What follows belongs to an exercise in optimizing a design on an open flow for a short achievable clock period and few clock cycles; a production flow would make more cautious choices. The RTL was checked by simulation tests, not by an equivalence proof against the original design. Power is estimated from default activity; no workload was simulated.

### flow/design.v
package riscv_isa_pkg;
  localparam int INSN_W     = 32;
  localparam int REG_ADDR_W = 5;
  typedef enum logic [6:0] {
    OPC_JAL    = 7'b110_1111,
    OPC_JALR   = 7'b110_0111,
    OPC_BRANCH = 7'b110_0011,
    OPC_LOAD   = 7'b000_0011,
    OPC_STORE  = 7'b010_0011,
    OPC_IMM    = 7'b001_0011,
    OPC_ALSU   = 7'b011_0011,
    OPC_SYSTEM = 7'b111_0011
  } opcode_t;
  localparam logic [2:0] F3_ADD = 3'b000;
  localparam logic [2:0] F3_XOR = 3'b100;
  localparam logic [2:0] F3_OR  = 3'b110;
  localparam logic [2:0] F3_AND = 3'b111;
  localparam logic [2:0] F3_BEQ = 3'b000;
  localparam logic [2:0] F3_BNE = 3'b001;
  localparam logic [2:0] F3_BLT = 3'b100;
  localparam logic [2:0] F3_BGE = 3'b101;
  localparam logic [6:0] F7_BASE = 7'b000_0000;
  localparam logic [6:0] F7_ALT  = 7'b010_0000;
  localparam logic [31:0] EBREAK_WORD = 32'h0010_0073;
  typedef enum logic [1:0] {
    IMM_I,
    IMM_S,
    IMM_B,
    IMM_J
  } imm_kind_t;
endpackage
package core_pkg;
  localparam int XLEN     = 32;
  localparam int NUM_REGS = 32;
  localparam logic [XLEN-1:0] RESET_ADDR = '0;
  localparam logic [XLEN-1:0] NOP_WORD = 32'h0000_0013;
  typedef enum logic [3:0] {
    ALU_ADD,
    ALU_SUB,
    ALU_XOR,
    ALU_OR,
    ALU_AND,
    ALU_EQ,
    ALU_NE,
    ALU_LTS,
    ALU_GES
  } alu_op_t;
  typedef struct packed {
    alu_op_t alu_op;
    logic    use_imm;
    logic    is_branch;
    logic    is_jump;
    logic    jump_reg_base;
    logic    mem_read;
    logic    mem_write;
    logic    reg_write;
    logic    mem_to_reg;
    logic    halt;
  } ctrl_t;
  localparam int CTRL_W = 13;   
endpackage
`timescale 1ns/10ps
module g_inv   (input logic a, output logic y);                                  assign y = ~a;                      endmodule
module g_nand2 (input logic a, b, output logic y);                               assign y = ~(a & b);                endmodule
module g_nand3 (input logic a, b, c, output logic y);                            assign y = ~(a & b & c);            endmodule
module g_nand4 (input logic a, b, c, d, output logic y);                         assign y = ~(a & b & c & d);        endmodule
module g_nor2  (input logic a, b, output logic y);                               assign y = ~(a | b);                endmodule
module g_nor3  (input logic a, b, c, output logic y);                            assign y = ~(a | b | c);            endmodule
module g_nor4  (input logic a, b, c, d, output logic y);                         assign y = ~(a | b | c | d);        endmodule
module g_a22oi (input logic a1, a2, b1, b2, output logic y);                     assign y = ~((a1 & a2) | (b1 & b2)); endmodule
module g_xor2  (input logic a, b, output logic y);                               assign y = a ^ b;                   endmodule
module g_xnor2 (input logic a, b, output logic y);                               assign y = ~(a ^ b);                endmodule
module g_a21oi (input logic a1, a2, b1, output logic y);                         assign y = ~((a1 & a2) | b1);       endmodule
module g_o21ai (input logic a1, a2, b1, output logic y);                         assign y = ~((a1 | a2) & b1);       endmodule
module g_nand2b(input logic an, b, output logic y);                              assign y = ~(~an & b);              endmodule
module g_nor2b (input logic a, bn, output logic y);                              assign y = ~(a | ~bn);              endmodule
module g_and2  (input logic a, b, output logic y);                               assign y = a & b;                   endmodule
module g_or2   (input logic a, b, output logic y);                               assign y = a | b;                   endmodule
module g_mux2  (input logic s, a1, a0, output logic y);                          assign y = s ? a1 : a0;             endmodule
module g_o21a  (input logic a1, a2, b1, output logic y);                         assign y = (a1 | a2) & b1;          endmodule
module g_o31a  (input logic a1, a2, a3, b1, output logic y);                     assign y = (a1 | a2 | a3) & b1;     endmodule
module g_and3  (input logic a, b, c, output logic y);                            assign y = a & b & c;               endmodule
module g_and4  (input logic a, b, c, d, output logic y);                         assign y = a & b & c & d;           endmodule
module g_mux2i (input logic s, a1, a0, output logic y);                          assign y = ~(s ? a1 : a0);          endmodule
`timescale 1ns/10ps
module rf_pre (
  input  logic [4:0] idx_i,
  output logic [7:0] lo_n_o,
  output logic [3:0] hi_n_o
);
  logic [4:0] ni;
  for (genvar b = 0; b < 5; b++) begin : g_ni
    g_inv u_i (.a(idx_i[b]), .y(ni[b]));
  end
  for (genvar j = 0; j < 8; j++) begin : g_lo
    g_nand3 u_n (.a(j[0] ? idx_i[0] : ni[0]), .b(j[1] ? idx_i[1] : ni[1]), .c(j[2] ? idx_i[2] : ni[2]),
                 .y(lo_n_o[j]));
  end
  for (genvar j = 0; j < 4; j++) begin : g_hi
    g_nand2 u_n (.a(j[0] ? idx_i[3] : ni[3]), .b(j[1] ? idx_i[4] : ni[4]), .y(hi_n_o[j]));
  end
endmodule
module rf_slice #(
  parameter int W = 8
) (
  input  logic [31*W-1:0] regs_i,
  input  logic [7:0]      lo_n_i,
  input  logic [3:0]      hi_n_i,
  output logic [W-1:0]    data_o
);
  logic [31:0] sel;
  assign sel[0] = 1'b0;
  for (genvar k = 1; k < 32; k++) begin : g_sel
    g_nor2 u_s (.a(lo_n_i[k % 8]), .b(hi_n_i[k / 8]), .y(sel[k]));
  end
  for (genvar b = 0; b < W; b++) begin : g_bit
    logic [31:0] r;
    assign r[0] = 1'b0;
    for (genvar k = 1; k < 32; k++) begin : g_r
      assign r[k] = regs_i[(k-1)*W + b];
    end
    logic [15:0] t;
    for (genvar p = 0; p < 16; p++) begin : g_t
      g_a22oi u_a (.a1(sel[2*p]), .a2(r[2*p]), .b1(sel[2*p+1]), .b2(r[2*p+1]), .y(t[p]));
    end
    logic [3:0] u;
    for (genvar q = 0; q < 4; q++) begin : g_u
      g_nand4 u_n (.a(t[4*q]), .b(t[4*q+1]), .c(t[4*q+2]), .d(t[4*q+3]), .y(u[q]));
    end
    logic [1:0] v;
    g_nor2  u_v0 (.a(u[0]), .b(u[1]), .y(v[0]));
    g_nor2  u_v1 (.a(u[2]), .b(u[3]), .y(v[1]));
    g_nand2 u_w  (.a(v[0]), .b(v[1]), .y(data_o[b]));
  end
endmodule
`timescale 1ns/10ps
module f_ctl (
  input  logic [31:0] ir_i,
  input  logic [4:0]  x_rd_i,
  input  logic        k_i,
  input  logic        lnk_i,
  input  logic        m_redir_i,
  input  logic        k1_i,
  input  logic        k2_i,
  input  logic        pnz_i,
  input  logic        pn3_i,
  input  logic        p5_i,
  input  logic        lnz_i,
  input  logic        ln3_i,
  output logic        s_hold_o,
  output logic        s_jal_o,
  output logic        s_br_o,
  output logic        s_jr_o,
  output logic        s_inc_o,
  output logic        stall_o,
  output logic        stall_n_o,
  output logic        go_o
);
  logic [31:0] ni;
  for (genvar b = 0; b < 32; b++) begin : g_ni
    g_inv u_i (.a(ir_i[b]), .y(ni[b]));
  end
  logic k_n, lnk_n;
  g_inv u_kn (.a(k_i),   .y(k_n));
  g_inv u_ln (.a(lnk_i), .y(lnk_n));
  logic [4:0] x1, x2;
  for (genvar b = 0; b < 5; b++) begin : g_x
    g_xnor2 u_1 (.a(ir_i[15+b]), .b(x_rd_i[b]), .y(x1[b]));
    g_xnor2 u_2 (.a(ir_i[20+b]), .b(x_rd_i[b]), .y(x2[b]));
  end
  logic e1a_n, e1b_n, e2a_n, e2b_n;
  g_nand3 u_e1a (.a(x1[0]), .b(x1[1]), .c(x1[2]), .y(e1a_n));
  g_nand2 u_e1b (.a(x1[3]), .b(x1[4]), .y(e1b_n));
  g_nand3 u_e2a (.a(x2[0]), .b(x2[1]), .c(x2[2]), .y(e2a_n));
  g_nand2 u_e2b (.a(x2[3]), .b(x2[4]), .y(e2b_n));
  logic jal_a_n, jal_b_n, jr_a_n, jr_b_n, br_a_n, br_b_n, rb_a_n, rb_b_n, x64;
  g_nand4 u_jla (.a(ir_i[6]), .b(ir_i[5]), .c(ir_i[3]), .d(ir_i[2]), .y(jal_a_n));
  g_nand3 u_jlb (.a(ir_i[1]), .b(ir_i[0]), .c(ni[4]), .y(jal_b_n));
  g_nand4 u_jra (.a(ir_i[6]), .b(ir_i[5]), .c(ir_i[2]), .d(ir_i[1]), .y(jr_a_n));
  g_nand3 u_jrb (.a(ir_i[0]), .b(ni[4]), .c(ni[3]), .y(jr_b_n));
  g_nand4 u_bra (.a(ir_i[6]), .b(ir_i[5]), .c(ir_i[1]), .d(ir_i[0]), .y(br_a_n));
  g_nand4 u_brb (.a(ni[4]), .b(ni[3]), .c(ni[2]), .d(ni[13]), .y(br_b_n));
  g_xor2  u_x64 (.a(ir_i[6]), .b(ir_i[4]), .y(x64));
  g_nand4 u_rba (.a(ir_i[5]), .b(ni[3]), .c(ni[2]), .d(ir_i[1]), .y(rb_a_n));
  g_nand2 u_rbb (.a(ir_i[0]), .b(x64), .y(rb_b_n));
  logic is_jal, nj, rb;
  g_nor2 u_isj (.a(jal_a_n), .b(jal_b_n), .y(is_jal));
  g_inv  u_nj  (.a(is_jal), .y(nj));
  g_nor2 u_rb  (.a(rb_a_n), .b(rb_b_n), .y(rb));
  logic e1k, e2k, st_n, st;
  g_nor3  u_e1k (.a(e1a_n), .b(e1b_n), .c(k_n), .y(e1k));
  g_nor3  u_e2k (.a(e2a_n), .b(e2b_n), .c(k_n), .y(e2k));
  g_a22oi u_st  (.a1(e1k), .a2(nj), .b1(e2k), .b2(rb), .y(st_n));
  g_inv   u_sti (.a(st_n), .y(st));
  logic e1l, is_jr, h1_n, h2_n, ones6, z1, z2, p1, p2, near_jr, gojr_n;
  g_nor3  u_e1l (.a(e1a_n), .b(e1b_n), .c(lnk_n), .y(e1l));
  g_nor2  u_isr (.a(jr_a_n), .b(jr_b_n), .y(is_jr));
  g_nand3 u_h1  (.a(ir_i[31]), .b(ir_i[30]), .c(ir_i[29]), .y(h1_n));
  g_nand3 u_h2  (.a(ir_i[28]), .b(ir_i[27]), .c(ir_i[26]), .y(h2_n));
  g_nor2  u_o6  (.a(h1_n), .b(h2_n), .y(ones6));
  g_nor3  u_z1  (.a(ir_i[31]), .b(ir_i[30]), .c(ir_i[29]), .y(z1));
  g_nor3  u_z2  (.a(ir_i[28]), .b(ir_i[27]), .c(ir_i[26]), .y(z2));
  g_nand2 u_p1  (.a(ones6), .b(lnz_i), .y(p1));
  g_nand3 u_p2  (.a(z1), .b(z2), .c(ln3_i), .y(p2));
  g_nand2 u_njr (.a(p1), .b(p2), .y(near_jr));
  g_nand3 u_gjr (.a(e1l), .b(is_jr), .c(near_jr), .y(gojr_n));
  logic b1_n, b2_n, bra, brb, pg_n, pg, gobr_n;
  g_nand4 u_b1  (.a(ir_i[31]), .b(ir_i[30]), .c(ir_i[29]), .d(ir_i[28]), .y(b1_n));
  g_nand3 u_b2  (.a(ir_i[27]), .b(ir_i[26]), .c(ir_i[7]), .y(b2_n));
  g_nor2  u_bo  (.a(br_a_n), .b(br_b_n), .y(bra));
  g_nor2  u_bi  (.a(b1_n), .b(b2_n), .y(brb));
  g_a21oi u_pgn (.a1(ir_i[25]), .a2(p5_i), .b1(pnz_i), .y(pg_n));
  g_inv   u_pg  (.a(pg_n), .y(pg));
  logic bp_n;
  g_nand3 u_gbb (.a(bra), .b(brb), .c(pg), .y(bp_n));
  logic r2z_a, r2z_b, r1z_a, r1z_b, f3bne, f3blt, c1_n, c2_n, nb1, nb2;
  g_nor3  u_r2a (.a(ir_i[24]), .b(ir_i[23]), .c(ir_i[22]), .y(r2z_a));
  g_nor2  u_r2b (.a(ir_i[21]), .b(ir_i[20]), .y(r2z_b));
  g_nor3  u_r1a (.a(ir_i[19]), .b(ir_i[18]), .c(ir_i[17]), .y(r1z_a));
  g_nor2  u_r1b (.a(ir_i[16]), .b(ir_i[15]), .y(r1z_b));
  g_nor3  u_fbn (.a(ir_i[14]), .b(ir_i[13]), .c(ni[12]), .y(f3bne));
  g_nor3  u_fbl (.a(ni[14]), .b(ir_i[13]), .c(ir_i[12]), .y(f3blt));
  g_nand4 u_c1  (.a(r2z_a), .b(r2z_b), .c(f3bne), .d(k1_i), .y(c1_n));
  g_nand4 u_c2  (.a(r1z_a), .b(r1z_b), .c(f3blt), .d(k2_i), .y(c2_n));
  g_nor3  u_nb1 (.a(e1a_n), .b(e1b_n), .c(c1_n), .y(nb1));
  g_nor3  u_nb2 (.a(e2a_n), .b(e2b_n), .c(c2_n), .y(nb2));
  logic [4:0] xs;
  for (genvar b = 0; b < 5; b++) begin : g_xs
    g_xnor2 u_x (.a(ir_i[15+b]), .b(ir_i[20+b]), .y(xs[b]));
  end
  logic sa_n, sb_n, same, l_eq, l_ne;
  g_nand3 u_ssa (.a(xs[0]), .b(xs[1]), .c(xs[2]), .y(sa_n));
  g_nand2 u_ssb (.a(xs[3]), .b(xs[4]), .y(sb_n));
  g_nor2  u_ssm (.a(sa_n), .b(sb_n), .y(same));
  g_xnor2 u_leq (.a(ir_i[14]), .b(ir_i[12]), .y(l_eq));
  g_nor2  u_lne (.a(ir_i[14]), .b(ni[12]), .y(l_ne));
  logic n3130, n2928, n2726, n2511, n1008, o4_n, f1a_n, f1b_n, f0, fe_n, fn_n, fp;
  g_nor2  u_n31 (.a(ir_i[31]), .b(ir_i[30]), .y(n3130));
  g_nor2  u_n29 (.a(ir_i[29]), .b(ir_i[28]), .y(n2928));
  g_nor2  u_n27 (.a(ir_i[27]), .b(ir_i[26]), .y(n2726));
  g_nor2  u_n25 (.a(ir_i[25]), .b(ir_i[11]), .y(n2511));
  g_nor2  u_n10 (.a(ir_i[10]), .b(ir_i[8]), .y(n1008));
  g_nand3 u_o4  (.a(n2511), .b(n1008), .c(ir_i[9]), .y(o4_n));
  g_nand3 u_f1a (.a(bra), .b(n3130), .c(n2928), .y(f1a_n));
  g_nand4 u_f1b (.a(n2726), .b(ni[7]), .c(o4_n), .d(pn3_i), .y(f1b_n));
  g_nor2  u_f0  (.a(f1a_n), .b(f1b_n), .y(f0));
  g_nand2 u_fen (.a(f0), .b(l_eq), .y(fe_n));
  g_nand2 u_fnn (.a(f0), .b(l_ne), .y(fn_n));
  g_mux2i u_fp  (.s(same), .a1(fe_n), .a0(fn_n), .y(fp));
  logic bk;
  g_nor3  u_bk  (.a(nb1), .b(nb2), .c(bp_n), .y(bk));
  g_nor2  u_gbr (.a(bk), .b(fp), .y(gobr_n));
  logic [3:0] jo_n;
  g_nand4 u_jo0 (.a(ir_i[31]), .b(ir_i[30]), .c(ir_i[29]), .d(ir_i[28]), .y(jo_n[0]));
  g_nand4 u_jo1 (.a(ir_i[27]), .b(ir_i[26]), .c(ir_i[20]), .d(ir_i[19]), .y(jo_n[1]));
  g_nand4 u_jo2 (.a(ir_i[18]), .b(ir_i[17]), .c(ir_i[16]), .d(ir_i[15]), .y(jo_n[2]));
  g_nand3 u_jo3 (.a(ir_i[14]), .b(ir_i[13]), .c(ir_i[12]), .y(jo_n[3]));
  logic [7:0] jp;
  g_nor2  u_jp0 (.a(ir_i[31]), .b(ir_i[30]), .y(jp[0]));
  g_nor2  u_jp1 (.a(ir_i[29]), .b(ir_i[28]), .y(jp[1]));
  g_nor2  u_jp2 (.a(ir_i[27]), .b(ir_i[26]), .y(jp[2]));
  g_nor2  u_jp3 (.a(ir_i[20]), .b(ir_i[19]), .y(jp[3]));
  g_nor2  u_jp4 (.a(ir_i[18]), .b(ir_i[17]), .y(jp[4]));
  g_nor2  u_jp5 (.a(ir_i[16]), .b(ir_i[15]), .y(jp[5]));
  g_nor2  u_jp6 (.a(ir_i[14]), .b(ir_i[13]), .y(jp[6]));
  assign jp[7] = ni[12];
  logic za_n, zb_n;
  g_nand4 u_za  (.a(jp[0]), .b(jp[1]), .c(jp[2]), .d(jp[3]), .y(za_n));
  g_nand4 u_zb  (.a(jp[4]), .b(jp[5]), .c(jp[6]), .d(jp[7]), .y(zb_n));
  logic w4a, w4b, w4_n;
  g_nor2  u_w4a (.a(ir_i[25]), .b(ir_i[24]), .y(w4a));
  g_nor2  u_w4b (.a(ir_i[23]), .b(ir_i[21]), .y(w4b));
  g_nand3 u_w4  (.a(w4a), .b(w4b), .c(ir_i[22]), .y(w4_n));
  logic jo01, jo23, oneok, q2a_n, zok, gojal_n;
  g_nor2  u_q01 (.a(jo_n[0]), .b(jo_n[1]), .y(jo01));
  g_nor2  u_q23 (.a(jo_n[2]), .b(jo_n[3]), .y(jo23));
  g_and3  u_q1  (.a(jo01), .b(jo23), .c(pnz_i), .y(oneok));
  g_nand2 u_z4  (.a(pn3_i), .b(w4_n), .y(q2a_n));
  g_nor3  u_zok (.a(za_n), .b(zb_n), .c(q2a_n), .y(zok));
  g_a22oi u_gjl (.a1(is_jal), .a2(oneok), .b1(is_jal), .b2(zok), .y(gojal_n));
  g_nor2  u_sh  (.a(st_n), .b(m_redir_i), .y(s_hold_o));
  g_nor2  u_sj  (.a(gojal_n), .b(m_redir_i), .y(s_jal_o));
  g_nor3  u_sb  (.a(gobr_n), .b(st), .c(m_redir_i), .y(s_br_o));
  g_nor2  u_sr  (.a(gojr_n), .b(m_redir_i), .y(s_jr_o));
  logic all_n;
  g_nand4 u_an  (.a(st_n), .b(gojal_n), .c(gobr_n), .d(gojr_n), .y(all_n));
  g_nor2  u_si  (.a(all_n), .b(m_redir_i), .y(s_inc_o));
  assign stall_o   = st;
  assign stall_n_o = st_n;
  g_nand3 u_go  (.a(gojal_n), .b(gobr_n), .c(gojr_n), .y(go_o));
endmodule
module dec_fields (
  input  logic [31:0] ir_i,
  input  logic [5:0]  pcm_i,
  input  logic        p5_i,
  input  logic [4:0]  x_rd_i,
  input  logic        k1_i,
  input  logic        k2_i,
  output logic        is_jal_o,
  output logic        is_jalr_o,
  output logic        op_rb_o,
  output logic        go_jal_o,
  output logic        go_br_o
);
  logic [6:0] opc;
  logic       s;
  assign opc       = ir_i[6:0];
  assign s         = ir_i[31];
  assign is_jal_o  = (opc == 7'b1101111);
  assign is_jalr_o = (opc == 7'b1100111);
  assign op_rb_o   = (opc == 7'b0110011) || (opc == 7'b1100011);
  assign go_jal_o  = is_jal_o && (ir_i[19:12] == {8{s}}) && (ir_i[20] == s) && (ir_i[30:26] == {5{s}}) &&
                     (s ? (pcm_i != 6'd0) : (pcm_i != 6'h3f)) &&
                     !({s, ir_i[19:12], ir_i[20], ir_i[30:21]} == 20'd2);
  logic same, likely;
  assign same      = (ir_i[19:15] == ir_i[24:20]);
  assign likely    = same ? (ir_i[14] == ir_i[12]) : (!ir_i[14] && ir_i[12]);
  logic exit_n;
  assign exit_n    = !((ir_i[14:12] == 3'b001) && (ir_i[24:20] == 5'd0) && (ir_i[19:15] == x_rd_i) && k1_i) &&
                     !((ir_i[14:12] == 3'b100) && (ir_i[19:15] == 5'd0) && (ir_i[24:20] == x_rd_i) && k2_i);
  assign go_br_o   = (opc == 7'b1100011) && !ir_i[13] &&
                     ((s && ir_i[7] && (ir_i[30:26] == 5'h1f) && ((pcm_i != 6'd0) || (ir_i[25] && p5_i)) && exit_n) ||
                      (!s && !ir_i[7] && (ir_i[30:26] == 5'h00) && (pcm_i != 6'h3f) && likely &&
                       !({ir_i[25], ir_i[11:8]} == 5'b00010)));
endmodule
module c_gojr (
  input  logic [31:0] ir_i,
  input  logic [4:0]  x_rd_i,
  input  logic        lnk_i,
  input  logic [5:0]  lkm_i,
  output logic        go_o
);
  assign go_o = (ir_i[6:0] == 7'b1100111) && lnk_i && (x_rd_i == ir_i[19:15]) &&
                (ir_i[30:26] == {5{ir_i[31]}}) && (ir_i[31] ? (lkm_i != 6'd0) : (lkm_i != 6'h3f));
endmodule
module c_opsel (
  input  logic [4:0] rs_i,
  input  logic       none_i,
  input  logic [4:0] x_rd_i,
  input  logic       w_i,
  input  logic       m_wen_i,
  input  logic [4:0] m_rd_i,
  output logic       res_o,
  output logic       wb_o,
  output logic       reg_o
);
  logic fwd, byp;
  assign fwd   = w_i && (x_rd_i == rs_i);
  assign byp   = m_wen_i && (m_rd_i == rs_i);
  assign res_o = !none_i && fwd;
  assign wb_o  = !none_i && !fwd && byp;
  assign reg_o = !none_i && !fwd && !byp;
endmodule
module x_branch (
  input  logic [31:0] a_i,
  input  logic [31:0] b_i,
  input  logic        dif31_i,
  input  logic        valid_i,
  input  logic        m_redir_i,
  input  logic        br_i,
  input  logic        blt_i,
  input  logic        inv_i,
  input  logic        pred_i,
  input  logic        off4_i,
  input  logic        off8_i,
  input  logic        ebreak_i,
  input  logic        fin_i,
  output logic        live_o,
  output logic [3:0]  sx_n_o,
  output logic        halt_o,
  output logic        sxk_o,
  output logic        e_n_o
);
  logic [31:0] x;
  logic [7:0]  n4;
  logic [3:0]  e8;
  logic        ne;
  for (genvar i = 0; i < 32; i++) begin : g_x
    g_xnor2 u_x (.a(a_i[i]), .b(b_i[i]), .y(x[i]));
  end
  for (genvar i = 0; i < 8; i++) begin : g_n4
    g_nand4 u_n (.a(x[4*i]), .b(x[4*i+1]), .c(x[4*i+2]), .d(x[4*i+3]), .y(n4[i]));
  end
  for (genvar i = 0; i < 4; i++) begin : g_e8
    g_nor2 u_e (.a(n4[2*i]), .b(n4[2*i+1]), .y(e8[i]));
  end
  g_nand4 u_ne (.a(e8[0]), .b(e8[1]), .c(e8[2]), .d(e8[3]), .y(ne));
  logic q, t1, t0, e1, e0, sd, c_eq, c_ltd, c_lts;
  assign live_o = valid_i && !m_redir_i;
  assign q      = live_o && br_i;
  assign t1     = !pred_i && !off4_i;
  assign t0     = pred_i;
  assign e1     = inv_i ? t0 : t1;    
  assign e0     = inv_i ? t1 : t0;    
  assign sd     = a_i[31] != b_i[31];
  assign c_eq   = q && !blt_i;
  assign c_ltd  = q && blt_i && !sd;
  assign c_lts  = q && blt_i && sd && (a_i[31] ? e1 : e0);
  for (genvar k = 0; k < 4; k++) begin : g_sx
    logic u1, u2;
    g_mux2 u_m1 (.s(ne),      .a1(c_eq && e0),  .a0(c_eq && e1),  .y(u1));
    g_mux2 u_m2 (.s(dif31_i), .a1(c_ltd && e1), .a0(c_ltd && e0), .y(u2));
    g_nor3 u_sx (.a(u1), .b(u2), .c(c_lts), .y(sx_n_o[k]));
  end
  logic v1, v2, sx_k;
  g_mux2 u_v1 (.s(ne),      .a1(c_eq && e0),  .a0(c_eq && e1),  .y(v1));
  g_mux2 u_v2 (.s(dif31_i), .a1(c_ltd && e1), .a0(c_ltd && e0), .y(v2));
  g_nor3 u_vk (.a(v1), .b(v2), .c(c_lts), .y(sx_k));
  assign halt_o = live_o && ebreak_i;
  assign sxk_o  = sx_k;
  assign e_n_o  = !(m_redir_i || fin_i || halt_o);
endmodule
module x_enter (
  input  logic sx_n_i,
  input  logic e_n_i,
  input  logic st_n_i,
  input  logic writes_i,
  input  logic is_ld_i,
  input  logic is_lnk_i,
  input  logic is_dm1_i,
  output logic valid_o,
  output logic wen_o,
  output logic ld_o,
  output logic lnk_o,
  output logic dm1_o
);
  g_and3 u_v (.a(sx_n_i), .b(e_n_i), .c(st_n_i), .y(valid_o));
  g_and4 u_w (.a(sx_n_i), .b(e_n_i), .c(st_n_i), .d(writes_i), .y(wen_o));
  g_and4 u_d (.a(sx_n_i), .b(e_n_i), .c(st_n_i), .d(is_ld_i),  .y(ld_o));
  g_and4 u_k (.a(sx_n_i), .b(e_n_i), .c(st_n_i), .d(is_lnk_i), .y(lnk_o));
  g_and4 u_m (.a(sx_n_i), .b(e_n_i), .c(st_n_i), .d(is_dm1_i), .y(dm1_o));
endmodule
module x_count (
  input  logic [11:0] a_i,
  input  logic        dm1_i,
  output logic        k1_o,
  output logic        k2_o
);
  logic [2:0] z;
  g_nor4 u_z0 (.a(a_i[1]), .b(a_i[2]), .c(a_i[3]), .d(a_i[4]), .y(z[0]));
  g_nor4 u_z1 (.a(a_i[5]), .b(a_i[6]), .c(a_i[7]), .d(a_i[8]), .y(z[1]));
  g_nor3 u_z2 (.a(a_i[9]), .b(a_i[10]), .c(a_i[11]), .y(z[2]));
  logic k2_n;
  g_nand4 u_k1 (.a(dm1_i), .b(z[0]), .c(z[1]), .d(z[2]), .y(k2_n));
  g_inv   u_i2 (.a(k2_n), .y(k2_o));
  g_and2  u_i1 (.a(k2_o), .b(a_i[0]), .y(k1_o));
endmodule
module f_decode (
  input  logic [31:0] ir_i,
  output logic        is_addi_o,
  output logic        is_r_o,
  output logic        is_ld_o,
  output logic        is_st_o,
  output logic        is_br_o,
  output logic        is_jal_o,
  output logic        is_jalr_o,
  output logic        is_ebreak_o,
  output logic        op_rb_o,
  output logic        jal_short_o,
  output logic        go_jal_o,
  output logic        go_br_o,
  output logic        writes_o
);
  logic [6:0] opc;
  logic [2:0] f3;
  logic [6:0] f7;
  assign opc = ir_i[6:0];
  assign f3  = ir_i[14:12];
  assign f7  = ir_i[31:25];
  assign is_addi_o   = (opc == 7'b0010011) && (f3 == 3'b000);
  assign is_r_o      = (opc == 7'b0110011) &&
                       (((f7 == 7'b0000000) && (f3 == 3'b000 || f3 == 3'b100 || f3 == 3'b110 || f3 == 3'b111)) ||
                        ((f7 == 7'b0100000) && (f3 == 3'b000)));
  assign is_ld_o     = (opc == 7'b0000011);
  assign is_st_o     = (opc == 7'b0100011);
  assign is_br_o     = (opc == 7'b1100011) && !f3[1];
  assign is_jal_o    = (opc == 7'b1101111);
  assign is_jalr_o   = (opc == 7'b1100111);
  assign is_ebreak_o = (ir_i == 32'h0010_0073);
  assign op_rb_o     = (opc == 7'b0110011) || (opc == 7'b1100011);
  assign jal_short_o = (ir_i[19:12] == {8{ir_i[31]}}) && (ir_i[20] == ir_i[31]);
  assign go_jal_o    = is_jal_o && jal_short_o &&
                       !({ir_i[31], ir_i[19:12], ir_i[20], ir_i[30:21]} == 20'd2);
  assign go_br_o     = is_br_o && ir_i[31];
  assign writes_o    = (is_addi_o | is_r_o | is_ld_o | is_jal_o | is_jalr_o) && (ir_i[11:7] != 5'd0);
endmodule
`timescale 1ns/10ps
module pg_gen #(
  parameter int W = 32
) (
  input  logic [W-1:0] a_i,
  input  logic [W-1:0] b_i,
  output logic [W-1:0] p_o,
  output logic [W-1:0] g_o
);
  assign p_o = a_i ^ b_i;
  assign g_o = a_i & b_i;
endmodule
module ks_tree #(
  parameter int W = 32
) (
  input  logic [W-1:0] p_i,
  input  logic [W-1:0] g_i,
  input  logic         cin_i,
  output logic [W-1:0] c_o
);
  function automatic int ceil_log2(input int v);
    ceil_log2 = 0;
    for (int i = 0; i < 31; i++) begin
      if ((1 << i) < v) ceil_log2 = i + 1;
    end
  endfunction
  localparam int L = ceil_log2(W);
  logic [W-1:0] gg [0:L];
  logic [W-1:0] pp [0:L];
  always_comb begin
    gg[0]    = g_i;
    pp[0]    = p_i;
    gg[0][0] = g_i[0] | (p_i[0] & cin_i);
    for (int l = 0; l < L; l++) begin
      for (int i = 0; i < W; i++) begin
        if (i >= (1 << l)) begin
          gg[l+1][i] = gg[l][i] | (pp[l][i] & gg[l][i - (1 << l)]);
          pp[l+1][i] = pp[l][i] & pp[l][i - (1 << l)];
        end else begin
          gg[l+1][i] = gg[l][i];
          pp[l+1][i] = pp[l][i];
        end
      end
    end
    c_o = gg[L];
  end
endmodule
module ks_add #(
  parameter int W = 32
) (
  input  logic [W-1:0] a_i,
  input  logic [W-1:0] b_i,
  input  logic         cin_i,
  output logic [W-1:0] sum_o,
  output logic         cout_o
);
  logic [W-1:0] p, g, c;
  pg_gen  #(.W(W)) u_pg   (.a_i(a_i), .b_i(b_i), .p_o(p), .g_o(g));
  ks_tree #(.W(W)) u_tree (.p_i(p), .g_i(g), .cin_i(cin_i), .c_o(c));
  assign sum_o  = p ^ {c[W-2:0], cin_i};
  assign cout_o = c[W-1];
endmodule
module inc_dec #(
  parameter int W = 20
) (
  input  logic [W-1:0] v_i,
  output logic [W-1:0] inc_o,
  output logic [W-1:0] dec_o
);
  ks_add #(.W(W)) u_inc (.a_i(v_i), .b_i({W{1'b0}}), .cin_i(1'b1), .sum_o(inc_o), .cout_o());
  ks_add #(.W(W)) u_dec (.a_i(v_i), .b_i({W{1'b1}}), .cin_i(1'b0), .sum_o(dec_o), .cout_o());
endmodule
module mux2w #(
  parameter int W = 32
) (
  input  logic         s_i,
  input  logic [W-1:0] a_i,
  input  logic [W-1:0] b_i,
  output logic [W-1:0] y_o
);
  assign y_o = s_i ? a_i : b_i;
endmodule
module ks_add_g #(
  parameter int W    = 32,
  parameter int CIN  = 0,
  parameter int INVB = 0
) (
  input  logic [W-1:0] a_i,
  input  logic [W-1:0] b_i,
  output logic [W-1:0] sum_o,
  output logic         cout_o
);
  function automatic int ceil_log2(input int v);
    ceil_log2 = 0;
    for (int i = 0; i < 31; i++) begin
      if ((1 << i) < v) ceil_log2 = i + 1;
    end
  endfunction
  localparam int L = ceil_log2(W);
  logic [W-1:0] gg [0:L];
  logic [W-1:0] pp [0:L];
  logic [W-1:0] pn;
  for (genvar i = 0; i < W; i++) begin : g_pg
    if (INVB == 1) begin : g_ib
      g_xor2 u_p (.a(a_i[i]), .b(b_i[i]), .y(pn[i]));
      if (i == 0 && CIN == 1) begin : g_c1
        g_nor2b  u_g (.a(a_i[i]), .bn(b_i[i]), .y(gg[0][i]));
      end else begin : g_c0
        g_nand2b u_g (.an(b_i[i]), .b(a_i[i]), .y(gg[0][i]));
      end
    end else begin : g_b
      g_xnor2 u_p (.a(a_i[i]), .b(b_i[i]), .y(pn[i]));
      if (i == 0 && CIN == 1) begin : g_c1
        g_nor2  u_g (.a(a_i[i]), .b(b_i[i]), .y(gg[0][i]));
      end else begin : g_c0
        g_nand2 u_g (.a(a_i[i]), .b(b_i[i]), .y(gg[0][i]));
      end
    end
    assign pp[0][i] = pn[i];
  end
  for (genvar l = 0; l < L; l++) begin : g_lvl
    localparam int D = 1 << l;
    for (genvar i = 0; i < W; i++) begin : g_b
      if (i >= D) begin : g_op
        if (l % 2 == 0) begin : g_neg_in
          g_o21ai u_g (.a1(pp[l][i]), .a2(gg[l][i-D]), .b1(gg[l][i]), .y(gg[l+1][i]));
          g_nor2  u_p (.a(pp[l][i]), .b(pp[l][i-D]), .y(pp[l+1][i]));
        end else begin : g_pos_in
          g_a21oi u_g (.a1(pp[l][i]), .a2(gg[l][i-D]), .b1(gg[l][i]), .y(gg[l+1][i]));
          g_nand2 u_p (.a(pp[l][i]), .b(pp[l][i-D]), .y(pp[l+1][i]));
        end
      end else begin : g_pass
        g_inv u_g (.a(gg[l][i]), .y(gg[l+1][i]));
        g_inv u_p (.a(pp[l][i]), .y(pp[l+1][i]));
      end
    end
  end
  for (genvar i = 0; i < W; i++) begin : g_s
    if (i == 0) begin : g_s0
      if (CIN == 1) begin : g_1
        assign sum_o[0] = pn[0];
      end else begin : g_0
        g_inv u_s (.a(pn[0]), .y(sum_o[0]));
      end
    end else if (L % 2 == 1) begin : g_pos
      g_xnor2 u_s (.a(pn[i]), .b(gg[L][i-1]), .y(sum_o[i]));
    end else begin : g_neg
      g_xor2 u_s (.a(pn[i]), .b(gg[L][i-1]), .y(sum_o[i]));
    end
  end
  if (L % 2 == 1) begin : g_co_pos
    assign cout_o = gg[L][W-1];
  end else begin : g_co_neg
    g_inv u_co (.a(gg[L][W-1]), .y(cout_o));
  end
endmodule
`timescale 1ns/10ps
module ao_sel #(
  parameter int N = 8,
  parameter int W = 32
) (
  input  logic [N*W-1:0] d_i,
  input  logic [N-1:0]   s_i,
  input  logic [W-1:0]   or_i,
  output logic [W-1:0]   y_o
);
  always_comb begin
    y_o = or_i;
    for (int k = 0; k < N; k++) begin
      y_o = y_o | ({W{s_i[k]}} & d_i[k*W +: W]);
    end
  end
endmodule
module ao6_g #(
  parameter int W = 8
) (
  input  logic [6*W-1:0] d_i,
  input  logic [5:0]     s_i,
  output logic [W-1:0]   y_o
);
  for (genvar b = 0; b < W; b++) begin : g_b
    logic [2:0] t;
    for (genvar p = 0; p < 3; p++) begin : g_p
      g_a22oi u_a (.a1(s_i[2*p]), .a2(d_i[(2*p)*W + b]), .b1(s_i[2*p+1]), .b2(d_i[(2*p+1)*W + b]), .y(t[p]));
    end
    g_nand3 u_n (.a(t[0]), .b(t[1]), .c(t[2]), .y(y_o[b]));
  end
endmodule
module op_slice #(
  parameter int W = 8
) (
  input  logic [W-1:0]   rf_i,
  input  logic           reg_i,
  input  logic [7*W-1:0] res_i,
  input  logic [6:0]     res_s_i,
  input  logic           res_en_i,
  input  logic [W-1:0]   wb_i,
  input  logic           wb_en_i,
  input  logic [W-1:0]   ex_i,
  input  logic           ex_en_i,
  output logic [W-1:0]   y_o
);
  logic [6:0]   s;
  logic [W-1:0] o;
  assign s = {7{res_en_i}} & res_s_i;
  always_comb begin
    o = ({W{wb_en_i}} & wb_i) | ({W{ex_en_i}} & ex_i);
    for (int k = 0; k < 7; k++) o = o | ({W{s[k]}} & res_i[k*W +: W]);
  end
  assign y_o = reg_i ? rf_i : o;
endmodule
`timescale 1ns/10ps
module micro_riscv_top (
  input  logic        clk_i,
  input  logic        reset_i,
  output logic [31:0] instr_addr_o,
  input  logic [31:0] instr_rdata_i,
  output logic [31:0] data_addr_o,
  input  logic [31:0] data_rdata_i,
  output logic [31:0] data_wdata_o,
  output logic        data_re_o,
  output logic        data_we_o,
  output logic        finish_o
);
  logic [31:0] pc_f, pc_o;
  logic        x_valid, x_wen, x_ld, x_st, x_br, x_mjump, x_ebreak, x_lnk;
  logic        x_s_add, x_s_addi, x_s_sub, x_s_xor, x_s_or, x_s_and, x_s_lnk;
  logic        x_dm1;
  logic        x_pred, x_off4, x_off8, x_blt, x_inv, x_fsd;
  logic [4:0]  x_rd;
  logic [31:0] x_a, x_b, x_off, x_link;
  logic [11:0] x_pcl, x_bimm;
  logic [19:0] x_hi_c1, x_hi_c0;
  logic        m_re, m_we, m_ld, m_redir;
  logic [31:1] m_wsel;
  logic [4:0]  m_rd;
  logic        m_wen;
  logic [31:0] m_result, m_addr, m_wdata, m_tgt;
  logic        fin, fin_o;
  logic [31:0] regs [1:31];
  logic [31:0] wb_data;
  assign wb_data = m_ld ? data_rdata_i : m_result;
  logic [31:0] ir;
  assign ir = instr_rdata_i;
  logic [6:0] opc;
  logic [2:0] f3;
  logic [6:0] f7;
  logic [4:0] rd, rs1, rs2;
  assign opc = ir[6:0];
  assign f3  = ir[14:12];
  assign f7  = ir[31:25];
  assign rd  = ir[11:7];
  assign rs1 = ir[19:15];
  assign rs2 = ir[24:20];
  logic is_addi, is_r, is_ld, is_st, is_br, is_jal, is_jalr, is_ebreak, op_rb;
  logic jal_short, dec_gojal, dec_gobr, writes;
  f_decode u_dec (.ir_i(ir), .is_addi_o(is_addi), .is_r_o(is_r), .is_ld_o(is_ld), .is_st_o(is_st),
                  .is_br_o(is_br), .is_jal_o(is_jal), .is_jalr_o(is_jalr), .is_ebreak_o(is_ebreak),
                  .op_rb_o(op_rb), .jal_short_o(jal_short), .go_jal_o(dec_gojal), .go_br_o(dec_gobr),
                  .writes_o(writes));
  logic [31:0] iimm, simm, bimm, jimm;
  assign iimm = {{20{ir[31]}}, ir[31:20]};
  assign simm = {{20{ir[31]}}, ir[31:25], ir[11:7]};
  assign bimm = {{19{ir[31]}}, ir[31], ir[7], ir[30:25], ir[11:8], 1'b0};
  assign jimm = {{11{ir[31]}}, ir[31], ir[19:12], ir[20], ir[30:21], 1'b0};
  logic k1, k2;
  x_count u_cnt (.a_i(x_a[11:0]), .dm1_i(x_dm1), .k1_o(k1), .k2_o(k2));
  logic k_ld, k_lnk, k_w;
  assign k_ld  = x_ld && x_wen;
  assign k_lnk = x_lnk;
  assign k_w   = x_wen && !x_ld;
  logic go_jr, fsd_n, a_res, a_wb, a_reg, b_res, b_wb, b_reg;
  c_gojr  u_gojr  (.ir_i(ir), .x_rd_i(x_rd), .lnk_i(k_lnk), .lkm_i(x_link[11:6]), .go_o(go_jr));
  c_opsel u_asel (.rs_i(rs1), .none_i(is_jal), .x_rd_i(x_rd), .w_i(k_w), .m_wen_i(m_wen), .m_rd_i(m_rd),
                  .res_o(a_res), .wb_o(a_wb), .reg_o(a_reg));
  c_opsel u_bsel (.rs_i(rs2), .none_i(1'b0), .x_rd_i(x_rd), .w_i(k_w), .m_wen_i(m_wen), .m_rd_i(m_rd),
                  .res_o(b_res), .wb_o(b_wb), .reg_o(b_reg));
  assign fsd_n = k_ld && (x_rd == rs2);
  logic [31:0] rf_a, rf_b;
  logic [7:0]  lo_a_n, lo_b_n;
  logic [3:0]  hi_a_n, hi_b_n;
  rf_pre u_pre_a (.idx_i(rs1), .lo_n_o(lo_a_n), .hi_n_o(hi_a_n));
  rf_pre u_pre_b (.idx_i(rs2), .lo_n_o(lo_b_n), .hi_n_o(hi_b_n));
  for (genvar s = 0; s < 4; s++) begin : g_rf
    logic [31*8-1:0] slice;
    always_comb begin
      for (int k = 1; k < 32; k++) slice[(k-1)*8 +: 8] = regs[k][s*8 +: 8];
    end
    rf_slice #(.W(8)) u_a (.regs_i(slice), .lo_n_i(lo_a_n), .hi_n_i(hi_a_n), .data_o(rf_a[s*8 +: 8]));
    rf_slice #(.W(8)) u_b (.regs_i(slice), .lo_n_i(lo_b_n), .hi_n_i(hi_b_n), .data_o(rf_b[s*8 +: 8]));
  end
  logic [31:0] pc_inc;
  assign pc_inc = pc_f + 32'd4;
  logic [19:0] pc_hi_p, pc_hi_m;
  inc_dec #(.W(20)) u_pc_hi (.v_i(pc_f[31:12]), .inc_o(pc_hi_p), .dec_o(pc_hi_m));
  logic [11:0] br_lo, jal_lo, jr_lo;
  logic        br_c, jal_c, jr_c;
  ks_add_g #(.W(12), .CIN(0)) u_br_lo  (.a_i(pc_f[11:0]),   .b_i(bimm[11:0]), .sum_o(br_lo),  .cout_o(br_c));
  ks_add_g #(.W(12), .CIN(0)) u_jal_lo (.a_i(pc_f[11:0]),   .b_i(jimm[11:0]), .sum_o(jal_lo), .cout_o(jal_c));
  ks_add_g #(.W(12), .CIN(0)) u_jr_lo  (.a_i(x_link[11:0]), .b_i(iimm[11:0]), .sum_o(jr_lo),  .cout_o(jr_c));
  logic [19:0] pc_hi_c1, pc_hi_c0;
  assign pc_hi_c1 = ir[31] ? pc_f[31:12] : pc_hi_p;
  assign pc_hi_c0 = ir[31] ? pc_hi_m     : pc_f[31:12];
  logic [31:0] t_br, t_jal, t_jr;
  assign t_br  = {pc_f[31:12], br_lo};
  assign t_jal = {pc_f[31:12], jal_lo};
  assign t_jr  = {x_link[31:12], jr_lo[11:1], 1'b0};
  logic go_jal, go_br, jal4;
  logic f_isjal, f_isjalr, f_oprb;
  dec_fields u_df (.ir_i(ir), .pcm_i(pc_f[11:6]), .p5_i(pc_f[5]), .x_rd_i(x_rd), .k1_i(k1), .k2_i(k2), .is_jal_o(f_isjal), .is_jalr_o(f_isjalr),
                   .op_rb_o(f_oprb), .go_jal_o(go_jal), .go_br_o(go_br));
  assign jal4 = ({ir[31], ir[19:12], ir[20], ir[30:21]} == 20'd2);
  logic [31:0] sum, dif, adr, r_xor, r_or, r_and;
  ks_add_g #(.W(32), .CIN(0)) u_add (.a_i(x_a), .b_i(x_b), .sum_o(sum), .cout_o());
  ks_add_g #(.W(32), .CIN(1), .INVB(1)) u_sub (.a_i(x_a), .b_i(x_b), .sum_o(dif), .cout_o());
  ks_add_g #(.W(32), .CIN(0)) u_adr (.a_i(x_a), .b_i(x_off), .sum_o(adr), .cout_o());
  assign r_xor = x_a ^ x_b;
  assign r_or  = x_a | x_b;
  assign r_and = x_a & x_b;
  logic [32*7-1:0] res_d;
  logic [6:0]      res_s;
  assign res_d = {x_link, r_and, r_or, r_xor, dif, adr, sum};
  assign res_s = {x_s_lnk, x_s_and, x_s_or, x_s_xor, x_s_sub, x_s_addi, x_s_add};
  logic [31:0] res;
  ao_sel #(.N(7)) u_res (.d_i(res_d), .s_i(res_s), .or_i(32'd0), .y_o(res));
  logic [31:0] a_n, b_n;
  for (genvar g = 0; g < 4; g++) begin : g_op
    logic [55:0] rd8;
    for (genvar k = 0; k < 7; k++) begin : g_k
      assign rd8[k*8 +: 8] = res_d[k*32 + g*8 +: 8];
    end
    op_slice #(.W(8)) u_a (.rf_i(rf_a[g*8 +: 8]), .reg_i(a_reg), .res_i(rd8), .res_s_i(res_s), .res_en_i(a_res),
                           .wb_i(wb_data[g*8 +: 8]), .wb_en_i(a_wb), .ex_i(pc_f[g*8 +: 8]), .ex_en_i(is_jal),
                           .y_o(a_n[g*8 +: 8]));
    op_slice #(.W(8)) u_b (.rf_i(rf_b[g*8 +: 8]), .reg_i(b_reg), .res_i(rd8), .res_s_i(res_s), .res_en_i(b_res),
                           .wb_i(wb_data[g*8 +: 8]), .wb_en_i(b_wb), .ex_i(8'd0), .ex_en_i(1'b0),
                           .y_o(b_n[g*8 +: 8]));
  end
  logic [11:0] xt_lo;
  logic        xt_c;
  logic [19:0] xt_hi;
  logic [31:0] x_alt;
  ks_add_g #(.W(12), .CIN(0)) u_xt_lo (.a_i(x_pcl), .b_i(x_bimm), .sum_o(xt_lo), .cout_o(xt_c));
  mux2w #(.W(20)) u_xt_hi (.s_i(xt_c), .a_i(x_hi_c1), .b_i(x_hi_c0), .y_o(xt_hi));
  assign x_alt = x_pred ? x_link : {xt_hi, xt_lo};
  logic x_live, x_halt, x_sxk, x_en;
  logic [3:0] sx_n;
  logic [31:0] cmp;
  ks_add_g #(.W(32), .CIN(1), .INVB(1)) u_cmp (.a_i(x_a), .b_i(x_b), .sum_o(cmp), .cout_o());
  x_branch u_xbr (.a_i(x_a), .b_i(x_b), .dif31_i(cmp[31]), .valid_i(x_valid), .m_redir_i(m_redir),
                  .br_i(x_br), .blt_i(x_blt), .inv_i(x_inv), .pred_i(x_pred), .off4_i(x_off4),
                  .off8_i(x_off8), .ebreak_i(x_ebreak), .fin_i(fin),
                  .live_o(x_live), .sx_n_o(sx_n), .halt_o(x_halt), .sxk_o(x_sxk), .e_n_o(x_en));
  logic f_st, f_st_n, f_go, f_sh, f_sj, f_sb, f_sr, f_si;
  logic pnz, pn3, lnz, ln3;
  assign pnz = |pc_f[11:6];
  assign pn3 = !(&pc_f[11:6]);
  assign lnz = |x_link[11:6];
  assign ln3 = !(&x_link[11:6]);
  f_ctl u_fc (.ir_i(ir), .x_rd_i(x_rd), .k_i(k_ld), .lnk_i(k_lnk), .m_redir_i(m_redir), .k1_i(k1), .k2_i(k2),
              .pnz_i(pnz), .pn3_i(pn3), .p5_i(pc_f[5]), .lnz_i(lnz), .ln3_i(ln3),
              .s_hold_o(f_sh), .s_jal_o(f_sj), .s_br_o(f_sb), .s_jr_o(f_sr), .s_inc_o(f_si),
              .stall_o(f_st), .stall_n_o(f_st_n), .go_o(f_go));
  logic xv_n, xw_n, xl_n, xk_n;
  logic xd_n;
  x_enter u_xn (.sx_n_i(x_sxk), .e_n_i(x_en), .st_n_i(f_st_n), .writes_i(writes), .is_ld_i(is_ld),
                .is_lnk_i((is_jal || is_jalr) && (rd != 5'd0)),
                .is_dm1_i(is_addi && (rs1 == rd) && (rd != 5'd0) && (ir[31:20] == 12'hfff)),
                .valid_o(xv_n), .wen_o(xw_n), .ld_o(xl_n), .lnk_o(xk_n), .dm1_o(xd_n));
  logic [31:0] pc_p, pc_n;
  for (genvar g = 0; g < 4; g++) begin : g_pcs
    logic s_hold, s_jal, s_br, s_jr, s_inc, st, st_n, go;
    f_ctl u_pcsel (.ir_i(ir), .x_rd_i(x_rd), .k_i(k_ld), .lnk_i(k_lnk), .m_redir_i(m_redir || reset_i), .k1_i(k1), .k2_i(k2),
                   .pnz_i(pnz), .pn3_i(pn3), .p5_i(pc_f[5]), .lnz_i(lnz), .ln3_i(ln3),
                   .s_hold_o(s_hold), .s_jal_o(s_jal), .s_br_o(s_br), .s_jr_o(s_jr), .s_inc_o(s_inc),
                   .stall_o(st), .stall_n_o(st_n), .go_o(go));
    ao6_g #(.W(8)) u_pc_p (.d_i({pc_f[g*8 +: 8], m_tgt[g*8 +: 8], t_jal[g*8 +: 8], t_br[g*8 +: 8],
                                 t_jr[g*8 +: 8], pc_inc[g*8 +: 8]}),
                           .s_i({s_hold, m_redir, s_jal, s_br, s_jr, s_inc}), .y_o(pc_p[g*8 +: 8]));
  end
  for (genvar g = 0; g < 4; g++) begin : g_pcx
    mux2w #(.W(8)) u_pc_n  (.s_i(sx_n[g]), .a_i(pc_p[g*8 +: 8]),  .b_i(x_alt[g*8 +: 8]), .y_o(pc_n[g*8 +: 8]));
  end
  logic [31:1] wsel_n;
  always_comb begin
    for (int k = 1; k < 32; k++) wsel_n[k] = x_live && x_wen && (x_rd == 5'(k));
  end
  always_ff @(posedge clk_i or posedge reset_i) begin
    if (reset_i) begin
      pc_f    <= 32'd0;
      x_valid <= 1'b0;
      x_wen   <= 1'b0;
      x_ld    <= 1'b0;
      x_lnk   <= 1'b0;
      x_dm1   <= 1'b0;
      m_re    <= 1'b0;
      m_we    <= 1'b0;
      m_wen   <= 1'b0;
      m_wsel  <= '0;
      m_redir <= 1'b0;
      fin     <= 1'b0;
      fin_o   <= 1'b0;
    end else begin
      pc_f <= pc_n;
      x_valid <= xv_n;
      x_wen   <= xw_n;
      x_ld    <= xl_n;
      x_lnk   <= xk_n;
      x_dm1   <= xd_n;
      m_re    <= x_live && x_ld;
      m_we    <= x_live && x_st;
      m_wen   <= x_live && x_wen;
      m_wsel  <= wsel_n;
      m_redir <= x_live && x_mjump;
      fin   <= fin   || x_halt;
      fin_o <= fin_o || x_halt;
    end
  end
  always_ff @(posedge clk_i) begin
    pc_o <= pc_n;
  end
  always_ff @(posedge clk_i) begin
    x_st     <= is_st;
    x_br     <= is_br;
    x_mjump  <= (is_jalr && !go_jr) || (is_jal && !go_jal && !jal4);
    x_ebreak <= is_ebreak;
    x_s_add  <= is_r && (f3 == 3'b000) && !f7[5];
    x_s_addi <= is_addi;
    x_s_sub  <= is_r && (f3 == 3'b000) && f7[5];
    x_s_xor  <= is_r && (f3 == 3'b100);
    x_s_or   <= is_r && (f3 == 3'b110);
    x_s_and  <= is_r && (f3 == 3'b111);
    x_s_lnk  <= is_jal || is_jalr;
    x_pred   <= go_br;
    x_off4   <= (bimm == 32'd4);
    x_off8   <= (bimm == 32'd8);
    x_blt    <= f3[2];
    x_inv    <= f3[0];
    x_rd     <= rd;
    x_fsd    <= fsd_n;
    x_a      <= a_n;
    x_b      <= b_n;
    x_off    <= is_st ? simm : (is_jal ? jimm : iimm);
    x_link   <= pc_inc;
    x_pcl    <= pc_f[11:0];
    x_bimm   <= bimm[11:0];
    x_hi_c1  <= pc_hi_c1;
    x_hi_c0  <= pc_hi_c0;
    m_ld     <= x_ld;
    m_rd     <= x_rd;
    m_result <= res;
    m_addr   <= adr;
    m_wdata  <= x_fsd ? data_rdata_i : x_b;
    m_tgt    <= x_mjump ? {adr[31:1], 1'b0} : x_alt;
  end
  always_ff @(posedge clk_i or posedge reset_i) begin
    if (reset_i) begin
      for (int i = 1; i < 32; i++) regs[i] <= 32'd0;
    end else begin
      for (int i = 1; i < 32; i++) begin
        if (m_wsel[i]) regs[i] <= wb_data;
      end
    end
  end
  assign instr_addr_o = pc_o;
  assign data_addr_o  = m_addr;
  assign data_wdata_o = m_wdata;
  assign data_re_o    = m_re;
  assign data_we_o    = m_we;
  assign finish_o     = fin_o;
endmodule
### flow/run.sh
#!/bin/bash
# synth_recipe.tcl (not shown) runs the flow's synth.tcl, then flattens the netlist and writes it again
# the make line also repeats each setting of config.mk as NAME=value (left out here)
make -C /OpenROAD-flow-scripts/flow DESIGN_CONFIG=/design/flow/config.mk WORK_HOME=/design/flow/orfs CLKGATE_MAP_FILE= SYNTH_SCRIPT=/design/flow/synth_recipe.tcl finish
### flow/config.mk
export PLATFORM = sky130hd
export DESIGN_NAME = micro_riscv_top
export DESIGN_NICKNAME = micro_riscv_top
export VERILOG_FILES = /design/flow/design.v
export SDC_FILE = /design/flow/constraint.sdc
export NUM_CORES = 8
export LEC_CHECK = 0
export CAP_MARGIN = 20
export CELL_PAD_IN_SITES_DETAIL_PLACEMENT = 1
export CELL_PAD_IN_SITES_GLOBAL_PLACEMENT = 2
export CORE_MARGIN = 2
export CORE_UTILIZATION = 25
export GPL_ROUTABILITY_DRIVEN = 0
export SETUP_SLACK_MARGIN = 5
export SLEW_MARGIN = 20
export SYNTH_HIERARCHICAL = 1
### flow/constraint.sdc
create_clock -name core_clock -period 8.0 [get_ports {clk_i}]
set_input_delay 1.6000 -clock core_clock [delete_from_list [all_inputs] [get_ports {clk_i}]]
set_output_delay 1.6000 -clock core_clock [all_outputs]
set_load 0.01 [all_outputs]
==> summary.json <==
{
  "layout.cells.most_common": {"value": "nor2_1"},
  "chipWidth": {"value": 596, "unit": "um"},
  "drtAntennaViolNets": {"value": 0},
  "syn-instance-count": {"value": 9542},
  "place.detailed.hpwl": {"value": 313000, "unit": "um"},
  "timing.critical_path.arrival": {"value": 3970, "unit": "ps"},
  "routed_wl": {"value": 456000, "unit": "um"},
  "register_area": {"value": 0.0341, "unit": "mm^2"},
  "globalRoute.totalOverflow": {"value": 0},
  "finalWorstSetupSlack": {"value": 4770, "unit": "ps"},
  "reg_to_reg_end": {"value": "pc_f[3]"},
  "fin_crit": {"value": 3230, "unit": "ps"},
  "worst_hold_path.num_cells": {"value": 1},
  "clock_skew": {"value": 93.8, "unit": "ps"},
  "clock_power_share": {"value": 39.4, "unit": "%"},
  "portBuffers": {"value": 164},
  "timing.critical_path.fanout_max": {"value": 8},
  "final_hold_viol_count": {"value": 0},
  "dp_worst_setup_slack": {"value": 2100, "unit": "ps"},
  "finalHoldWorstSlack": {"value": 444, "unit": "ps"},
  "worstHoldEndpoint": {"value": "regs[26][9]"},
  "die_h": {"value": 596, "unit": "um"},
  "detailedRoute.firstPassIterationCount": {"value": 9},
  "worst-r2r-cell-count": {"value": 12},
  "grt_start_max_net_pins": {"value": 155},
  "htree_levels": {"value": 4},
  "cts.sinks": {"value": 1420},
  "synth_area_per_cell": {"value": 9.19, "unit": "um^2"},
  "netSwitchingPower": {"value": 8010, "unit": "uW"},
  "antenna_found_initial": {"value": 25},
  "ir_drop": {"value": 178, "unit": "uV"},
  "worst_slew_margin_rel": {"value": 24.4, "unit": "%"},
  "share_comb_of_total_power": {"value": 25.3, "unit": "%"},
  "netSwitchingFraction": {"value": 35.3, "unit": "%"},
  "cp-end-kind": {"value": "flop"},
  "slew_viol_final": {"value": 0},
  "fillers": {"value": 39615},
  "cellInternalPower": {"value": 14700, "unit": "uW"},
  "total_leakage_power": {"value": 0.0399, "unit": "uW"},
  "start_kind": {"value": "flop"},
  "report.power.total": {"value": 22700, "unit": "uW"},
  "grt_first_pass_wirelength": {"value": 637000, "unit": "um"},
  "area_used_by_multi_input_combinational_logic": {"value": 0.0560, "unit": "mm^2"},
  "tritoncts.num_buffers": {"value": 186},
  "crit-reg2reg-launch": {"value": "x_b[2]"},
  "grt_setup_unrepaired": {"value": "yes"},
  "final.period_utilization": {"value": 40.3, "unit": "%"},
  "mostFrequentLayoutCells": {"value": "nor2_1, a22oi_2, a21oi_1"},
  "worst_slew_pin_slew": {"value": 1130, "unit": "ps"},
  "number_of_global_route_vias_before_repair": {"value": 82980},
  "drt_iter0_markers": {"value": 7317},
  "power_density": {"value": 204, "unit": "mW/mm^2"},
  "final_setup_violation_count": {"value": 0},
  "hold_path.startpoint": {"value": "m_wsel[26]"},
  "cts.path.max_buffers": {"value": 4},
  "timing.hold.worst.class": {"value": "reg2reg"},
  "fmaxAchievable": {"value": 310, "unit": "MHz"},
  "critPathKind": {"value": "reg2reg"},
  "synthesis.yosys.warnings": {"value": 25},
  "detail_route.vias_per_cell": {"value": 5.43},
  "tritoncts": {"value": "done"},
  "finish.utilization": {"value": 31.8, "unit": "%"},
  "clkLatencyLatePin": {"value": 930, "unit": "ps"},
  "start_util": {"value": 25.1, "unit": "%"},
  "drc_errors": {"value": 0},
  "power_frac_seq": {"value": 35.3, "unit": "%"},
  "totalNegativeSetupSlack": {"value": 0, "unit": "ps"},
  "final_routed_wire_length_divided_by_cell_count": {"value": 30.5, "unit": "um"},
  "rows": {"value": 217},
  "boundaryPins": {"value": 165},
  "floorplan.die_area": {"value": 0.355, "unit": "mm^2"},
  "result_of_the_run": {"value": "complete, no violations"},
  "cts.root.buffer_cell": {"value": "clkbuf_16"},
  "global_route.usage.total": {"value": 24.6, "unit": "%"},
  "syn_area": {"value": 0.0877, "unit": "mm^2"},
  "worstPathRequired": {"value": 8750, "unit": "ps"},
  "post_layout_nets": {"value": 10377},
  "max_cap_violations": {"value": 0},
  "core_region_area": {"value": 0.349, "unit": "mm^2"},
  "drive_gt1_share": {"value": 33.5, "unit": "%"},
  "clk_pin_slew": {"value": 60, "unit": "ps"},
  "vias": {"value": 81368},
  "area_growth_from_synthesis_to_layout": {"value": 26.8, "unit": "%"},
  "r2r_setup_slk": {"value": 4770, "unit": "ps"}
}
critical path: stages (launching register included):
cell     delay, ps
dfxtp_4        550
xor2_2         190
nor2_1          80
a21oi_2        170
o21ai_2        110
a21oi_4        370
o21ai_4        180
xnor2_2        170
buf_6          160
mux2_4         310
nor3_4         190
buf_8          200
mux2_4         330
flip-flops by register name, indices dropped and copies added (netlist names), 21 cells and up:
| name | flops |
|---|---|
| m_addr | 32 |
| m_result | 32 |
| m_tgt | 32 |
| m_wdata | 32 |
| m_wsel | 31 |
| pc_f | 32 |
| pc_o | 32 |
| regs | 992 |
| x_a | 32 |
| x_b | 32 |
| x_link | 30 |
| x_off | 21 |
worst max-delay path by stage:
stage	from	endpoint	slack, ps
6_report	x_b[2]	pc_f[3]	4770
5_1_grt	x_a[24]	x_a[25]	4760
3_3_place_gp	instr_rdata_i[5]	x_a[25]	2100
3_5_place_dp	instr_rdata_i[5]	x_a[24]	2100
2_1_floorplan	reset_i	fin	-8300
4_1_cts	x_b[7]	x_a[24]	4770
layout make-up:
| class | instances | share of cell area [%] |
|---|---|---|
| Multi-Input combinational cell | 7532 | 50.4 |
| Antenna cell | 22 | 0.0495 |
| Tap cell | 4599 | 5.18 |
| Timing Repair Buffer | 679 | 6.69 |
| Inverter | 385 | 1.34 |
| Clock inverter | 79 | 0.971 |
| Clock buffer | 260 | 4.73 |
| Sequential cell | 1420 | 30.7 |
power by group through the flow:
stage               Clock, uW  Combinational (uW)  Sequential (uW)
global route             9440                6020             8030
global placement            0                4830             8110
CTS                      9170                5360             8000
finish                   8950                5740             8010
floorplan                   0                2670             7980
detailed placement          0                4910             8120
stage by stage:
stage	area (um^2)	std cells
detailed placement	96500	14315
floorplan	89000	9781
global placement	96400	14310
global route	111000	14970
finish	111000	14976
CTS	108000	14830
timing repair:
action | in CTS | in global routing
cloned | 20 | 13
hold buffers | 0 | 0
resized for setup | 1477 | 312
pin swaps | 114 | 134
setup buffers | 156 | 111
setup endpoints to repair | 768 | 247
layer usage:
layer / track usage (%) / wire length, um / up-vias / share of wire, %
li1: - / - / 35970 / -
met1: 33.3 / 206000 / 42117 / 45
met2: 38.8 / 205000 / 2523 / 45
met3: 3.08 / 21900 / 750 / 4.8
met4: 11.4 / 22700 / 8 / 5.0
met5: 0 / 59 / - / 0.013
Testbench counts, summed over its fixed seeds: cycles 66,291.

-- afterwards: timing with drivers on the ports --
How much do the figures lean on ideal ports? The routed layout below was timed once more, with nothing changed but the port constraints. Step 1, drivers: a clkbuf_16 drives clk_i and a buf_2 each remaining input, both assumed. Step 2 also shifts input and output timing later by t, the mid clock arrival at the registers, as if the neighbouring blocks saw the same clock. Three values: ideal, step 1, step 2; two values: the first two.
t, ns: 0.984
setup WS [ns]: 4.774 / 4.753 / 3.769
worst setup path after step 2: input to register
After both steps this run still meets setup and hold. The setup slack of this run moves by -0.021 ns with the drivers and by -1.005 ns with both steps.
